From an optimization exercise on the open Yosys and OpenROAD flow, aimed at small area; shortcuts taken in it are not production practice.
In this exercise RTL edits were held to simulation tests only and were not proved equivalent to the original.
No activity file was given, so power comes from the tool's default toggle rates.

==> v12 <==
==> flow/design.v <==
package nsa_pkg;
    localparam int REC_W = 19;
    localparam logic [1:0] REQ_PLAY = 2'd0;
    localparam logic [1:0] REQ_STOP = 2'd1;
    localparam logic [1:0] REQ_CC   = 2'd2;
    localparam logic [1:0] REQ_ALL  = 2'd3;
    localparam logic [1:0] OC_SENT       = 2'd0;
    localparam logic [1:0] OC_PORT_OFF   = 2'd1;
    localparam logic [1:0] OC_FULL       = 2'd2;
    localparam logic [1:0] OC_NOT_ACTIVE = 2'd3;
endpackage
module nsa_ram (
    input  logic                      clk,
    input  logic [16*nsa_pkg::REC_W-1:0] head_in,
    output logic [16*nsa_pkg::REC_W-1:0] head_out
);
    localparam int W = nsa_pkg::REC_W;
    logic [W-1:0] ring [16][4];
    for (genvar r = 0; r < 16; r++)
    begin : g_ring
        always_ff @(posedge clk)
        begin
            ring[r][0] <= head_in[r*W +: W];
            ring[r][1] <= ring[r][0];
            ring[r][2] <= ring[r][1];
            ring[r][3] <= ring[r][2];
        end
        assign head_out[r*W +: W] = ring[r][3];
    end
endmodule
module nsa_ctrl (
    input  logic [nsa_pkg::REC_W-1:0]  rec_in,
    output logic [nsa_pkg::REC_W-1:0]  rec_out,
    input  logic                       dec_on,
    input  logic [5:0]                 dec_thr,
    output logic                       oldest_hit,
    output logic [nsa_pkg::REC_W-1:0]  rec_rd,
    input  logic                       wr,
    input  logic [5:0]                 wr_num,
    input  logic                       wr_act,
    input  logic                       wr_info,
    input  logic [11:0]                info_in
);
    logic [5:0]  num_q, num;
    logic        act;
    logic [11:0] info;
    logic        dec;
    assign num_q = rec_in[18:13];
    assign act   = rec_in[12];
    assign info  = rec_in[11:0];
    assign dec = dec_on && act && (num_q > dec_thr);
    assign num = dec ? num_q - 1'b1 : num_q;
    assign oldest_hit = act && (num == 6'd0);
    assign rec_rd     = {num, act, info};
    assign rec_out = {wr ? wr_num : num, wr ? wr_act : act,
                      wr_info ? info_in : info};
endmodule
module midi_note_slot_allocator (
    input  logic        clk,
    input  logic        rst_n,
    input  logic        s_tvalid,
    output logic        s_tready,
    input  logic [63:0] s_tdata,
    input  logic [1:0]  s_tuser,
    output logic        m_tvalid,
    input  logic        m_tready,
    output logic [63:0] m_tdata,
    output logic [0:0]  m_tuser,
    output logic        m_tlast,
    input  logic        cfg_we,
    input  logic [1:0]  cfg_wdata
);
    localparam int W = nsa_pkg::REC_W;
    logic       in_port;
    logic [3:0] in_chan;
    logic [6:0] in_key, in_ctl, in_val;
    logic [5:0] in_slot;
    assign in_port = s_tdata[0];
    assign in_chan = s_tdata[4:1];
    assign in_key  = s_tdata[11:5];
    assign in_ctl  = s_tdata[18:12];
    assign in_val  = s_tdata[25:19];
    assign in_slot = s_tdata[31:26];
    logic       init_q;      
    logic [1:0] phase;
    logic [6:0] nfree;       
    logic [5:0] front;       
    logic [2:0] dec_cnt;     
    logic [5:0] dec_thr_q;
    logic       sa_q;        
    logic [1:0] port_en;
    logic       ov;          
    logic        o_sv, o_cc, o_on;
    logic [3:0]  o_chan;
    logic [6:0]  o_d1, o_d2;
    logic        o_port;
    logic [31:0] o_time;
    logic [5:0]  o_handle;
    logic [1:0]  o_oc;
    logic        o_last;
    logic [16*W-1:0] head_in, head_out;
    logic [W-1:0]    h_rec [16];
    logic [15:0]     oldest_hit;
    logic [15:0]     h_wr, h_wr_info;
    logic [5:0]      wr_num;
    logic [6:0] nused;
    logic out_free, idle, req, is_play, is_stop, is_cc, is_all, sa_mode;
    logic pen, full, empty;
    logic [3:0] oldest_h, rd_h;
    logic [W-1:0] rec;
    logic rd_here, rd_act;
    logic [5:0] rd_num, rel_slot;
    logic [11:0] rd_info;
    logic oldest_found;
    logic [5:0] rel_num;
    logic rel_lower, rel_ok, sa_go, take, rel;
    logic accept, emit;
    assign nused    = 7'd64 - nfree;
    assign out_free = !ov || m_tready;
    assign idle     = !init_q && !sa_q;
    assign req      = idle && s_tvalid;
    assign is_play  = s_tuser == nsa_pkg::REQ_PLAY;
    assign is_stop  = s_tuser == nsa_pkg::REQ_STOP;
    assign is_cc    = s_tuser == nsa_pkg::REQ_CC;
    assign is_all   = s_tuser == nsa_pkg::REQ_ALL;
    assign sa_mode  = sa_q || is_all;
    assign pen      = port_en[in_port];
    assign full     = nfree == 7'd0;
    assign empty    = nfree[6];
    nsa_ram u_store (
        .clk      (clk),
        .head_in  (head_in),
        .head_out (head_out)
    );
    for (genvar h = 0; h < 16; h++)
    begin : g_head
        nsa_ctrl u_head (
            .rec_in     (head_out[h*W +: W]),
            .rec_out    (head_in[h*W +: W]),
            .dec_on     (dec_cnt != 3'd0),
            .dec_thr    (dec_thr_q),
            .oldest_hit (oldest_hit[h]),
            .rec_rd     (h_rec[h]),
            .wr         (h_wr[h]),
            .wr_num     (wr_num),
            .wr_act     (take),
            .wr_info    (h_wr_info[h]),
            .info_in    ({in_chan, in_key, in_port})
        );
    end
    always_comb
    begin
        oldest_h = '0;
        for (int h = 0; h < 16; h++)
            oldest_h = oldest_h | (oldest_hit[h] ? 4'(h) : 4'd0);
    end
    assign oldest_found = |oldest_hit;
    always_comb
    begin
        if (sa_mode)
            rd_h = oldest_h;
        else if (is_play)
            rd_h = front[5:2];
        else
            rd_h = in_slot[5:2];
    end
    assign rec      = h_rec[rd_h];
    assign rd_num   = rec[18:13];
    assign rd_act   = rec[12];
    assign rd_info  = rec[11:0];
    assign rd_here  = phase == (is_play ? front[1:0] : in_slot[1:0]);
    assign rel_slot = {rd_h, phase};
    assign rel_num   = sa_mode ? 6'd0 : rd_num;
    assign rel_lower = {1'b0, rel_num} != nused - 1'b1;
    assign rel_ok    = dec_cnt == 3'd0;
    assign sa_go = (sa_q || (req && is_all && !empty)) && oldest_found
                   && rel_ok && out_free;
    always_comb
    begin
        accept = 1'b0;
        if (req && out_free)
        begin
            case (s_tuser)
                nsa_pkg::REQ_PLAY: accept = !pen || full || rd_here;
                nsa_pkg::REQ_STOP: accept = rd_here && (!rd_act || rel_ok);
                nsa_pkg::REQ_CC:   accept = 1'b1;
                default:           accept = empty || sa_go;
            endcase
        end
    end
    assign s_tready = accept;
    assign emit     = accept || sa_go;
    assign take     = accept && is_play && pen && !full;
    assign rel      = sa_go || (accept && is_stop && rd_act);
    always_comb
    begin
        if (init_q)
            wr_num = 6'd1;
        else if (take)
            wr_num = nused[5:0];
        else
            wr_num = front - rel_slot;
    end
    for (genvar h = 0; h < 16; h++)
    begin : g_wr
        assign h_wr_info[h] = take && (front[5:2] == 4'(h));
        assign h_wr[h]      = init_q || h_wr_info[h] || (rel && (rd_h == 4'(h)));
    end
    always_ff @(posedge clk or negedge rst_n)
    begin
        if (!rst_n)
        begin
            init_q  <= 1'b1;
            phase   <= '0;
            nfree   <= 7'd64;
            front   <= '0;
            dec_cnt <= '0;
            sa_q    <= 1'b0;
            port_en <= '0;
            ov      <= 1'b0;
        end
        else
        begin
            phase <= phase + 1'b1;
            if (phase == 2'd3)
                init_q <= 1'b0;
            if (cfg_we)
                port_en <= cfg_wdata;
            if (take)
            begin
                nfree <= nfree - 1'b1;
                front <= front + rd_num;
            end
            else if (rel)
            begin
                nfree <= nfree + 1'b1;
                front <= rel_slot;
            end
            if (rel && rel_lower)
                dec_cnt <= 3'd4;
            else if (dec_cnt != 3'd0)
                dec_cnt <= dec_cnt - 1'b1;
            if (sa_go)
                sa_q <= nfree != 7'd63;
            if (emit)
                ov <= 1'b1;
            else if (m_tready)
                ov <= 1'b0;
        end
    end
    always_ff @(posedge clk)
    begin
        if (rel && rel_lower)
            dec_thr_q <= rel_num;
        if (accept)
            o_time <= s_tdata[63:32];
        if (emit)
        begin
            o_sv     <= 1'b0;
            o_cc     <= 1'b0;
            o_on     <= 1'b0;
            o_chan   <= '0;
            o_d1     <= '0;
            o_d2     <= '0;
            o_port   <= 1'b0;
            o_handle <= '0;
            o_oc     <= nsa_pkg::OC_SENT;
            o_last   <= 1'b1;
            if (rel)
            begin
                o_sv     <= 1'b1;
                o_chan   <= rd_info[11:8];
                o_d1     <= rd_info[7:1];
                o_port   <= rd_info[0];
                o_handle <= rel_slot;
                o_last   <= !sa_mode || (nfree == 7'd63);
            end
            else if (is_stop)
            begin
                o_handle <= in_slot;
                o_oc     <= nsa_pkg::OC_NOT_ACTIVE;
            end
            else if (is_all)
            begin
            end
            else if (!pen)
            begin
                o_oc <= nsa_pkg::OC_PORT_OFF;
            end
            else if (is_cc)
            begin
                o_sv   <= 1'b1;
                o_cc   <= 1'b1;
                o_on   <= 1'b1;
                o_chan <= in_chan;
                o_d1   <= in_ctl;
                o_d2   <= in_val;
                o_port <= in_port;
            end
            else if (full)
            begin
                o_oc <= nsa_pkg::OC_FULL;
            end
            else
            begin
                o_sv     <= 1'b1;
                o_on     <= 1'b1;
                o_chan   <= in_chan;
                o_d1     <= in_key;
                o_d2     <= in_val;
                o_port   <= in_port;
                o_handle <= front;
            end
        end
    end
    assign m_tvalid = ov;
    assign m_tdata  = {1'b0, o_oc, o_handle, o_time, o_port, o_d2, o_d1,
                       o_sv, 1'b0, o_cc, o_on, o_chan};
    assign m_tuser  = o_sv;
    assign m_tlast  = o_last;
endmodule
==> flow/flow/run.sh <==
#!/bin/bash
# Layout flow: the standard flow (standard.sh, all steps), except that the
# buffers put on the input and output ports are the platform's smallest
# buffer, sky130_fd_sc_hd__buf_1, instead of the one buffer_ports picks.
set -euo pipefail

cfg="${FLOW_CONFIG:-config.mk}"
echo 'export BUFFER_PORTS_ARGS = -buffer_cell sky130_fd_sc_hd__buf_1' >> "$cfg"
if [ "$cfg" != "config.mk" ] && [ -f config.mk ] && ! grep -q BUFFER_PORTS_ARGS config.mk; then
    echo 'export BUFFER_PORTS_ARGS = -buffer_cell sky130_fd_sc_hd__buf_1' >> config.mk
fi

# keep a copy of the script that runs the standard flow next to its log
cp standard.sh standard_sh_copy.log
bash standard.sh > standard.log 2>&1
==> flow/standard.sh <==
#!/bin/bash
# synth_recipe.tcl (not shown) runs the flow's synth.tcl, then flattens the netlist and writes it again
# the make line also repeats each setting of config.mk as NAME=value (left out here)
make -C /OpenROAD-flow-scripts/flow DESIGN_CONFIG=/design/flow/config.mk WORK_HOME=/design/flow/orfs CLKGATE_MAP_FILE= SYNTH_SCRIPT=/design/flow/synth_recipe.tcl "${@:-finish}"
==> flow/config.mk <==
export PLATFORM = sky130hd
export DESIGN_NAME = midi_note_slot_allocator
export DESIGN_NICKNAME = midi_note_slot_allocator
export VERILOG_FILES = /design/flow/design.v
export SDC_FILE = /design/flow/constraint.sdc
export NUM_CORES = 4
export LEC_CHECK = 0
export CAP_MARGIN = 20
export CORE_MARGIN = 2
export CORE_UTILIZATION = 55
export CTS_CLUSTER_DIAMETER = 90
export CTS_CLUSTER_SIZE = 24
export SLEW_MARGIN = 20
export BUFFER_PORTS_ARGS = -buffer_cell sky130_fd_sc_hd__buf_1
==> flow/constraint.sdc <==
create_clock -name core_clock -period 10.0 [get_ports {clk}]
set_input_delay 2.0000 -clock core_clock [delete_from_list [all_inputs] [get_ports {clk}]]
set_output_delay 2.0000 -clock core_clock [all_outputs]
set_load 0.01 [all_outputs]
==> inputs of v18, as changes to v12 <==
--- a/flow/design.v
+++ b/flow/design.v
@@ -173,5 +173,5 @@
     assign rel_num   = sa_mode ? 6'd0 : rd_num;
     assign rel_lower = {1'b0, rel_num} != nused - 1'b1;
-    assign rel_ok    = dec_cnt == 3'd0;
+    assign rel_ok    = !rel_lower || dec_cnt == 3'd0;
     assign sa_go = (sa_q || (req && is_all && !empty)) && oldest_found
                    && rel_ok && out_free;
CTS_CLUSTER_DIAMETER = 80   (was 90)
CTS_CLUSTER_SIZE = 20   (was 24)
==> inputs of v13, as changes to v12 <==
CTS_CLUSTER_DIAMETER = 95   (was 90)
CTS_CLUSTER_SIZE = 27   (was 24)
==> qor.txt <==
outcome -> complete, no violations
number of global-route vias before repair -> 24365
drt total wl -> 110.1 mm
P_comb -> 6.38 mW
sequential share of cell area -> 61.51%
Clk pin slew, worst setup/hold paths -> 0.09 ns
sequential area share after synthesis -> 66.50%
fill cell count -> 5834
mapped cell area -> 40590 um2
(the above is from v12)
==> qor.txt <==
outcome -> complete, no violations
sequential area share after synthesis -> 66.50%
number of global-route vias before repair -> 24295
drt total wl -> 109.7 mm
sequential share of cell area -> 61.74%
P_comb -> 6.36 mW
(the above is from v13)
==> qor.txt <==
number of global-route vias before repair -> 26452
P_comb -> 3.51 mW
outcome -> complete, no violations
sequential area share after synthesis -> 65.42%
sequential share of cell area -> 59.41%
(the above is from v18)

## static timing again, ports no longer ideal
No port has a modelled driver above. Below, the same layouts with a new extraction and two added sets of constraints.
Step 1, drivers: a clkbuf_16 drives clk and a buf_2 each remaining input, both assumed.
Step 2 moves the port delays by t, midway between the first and last clock arrival at a register: inputs arrive t later, outputs are due t later. That takes back most of the time a late clock gives input paths.
Three values: ideal, step 1, step 2; two values: the first two.
| run | t, ns | setup WS [ns] | worst data-port slew with drivers (ns) | pins driven straight from the clock port |
|---|---|---|---|---|
| v12 | 0.744 | 1.585 / 1.519 / 1.876 | 0.07 | 1 |
| v18 | 0.721 | 0.630 / 0.561 / 1.113 | 0.12 | 1 |
| v13 | 0.738 | 1.602 / 1.532 / 1.809 | 0.07 | 1 |
After both steps every run listed still meets setup and hold.
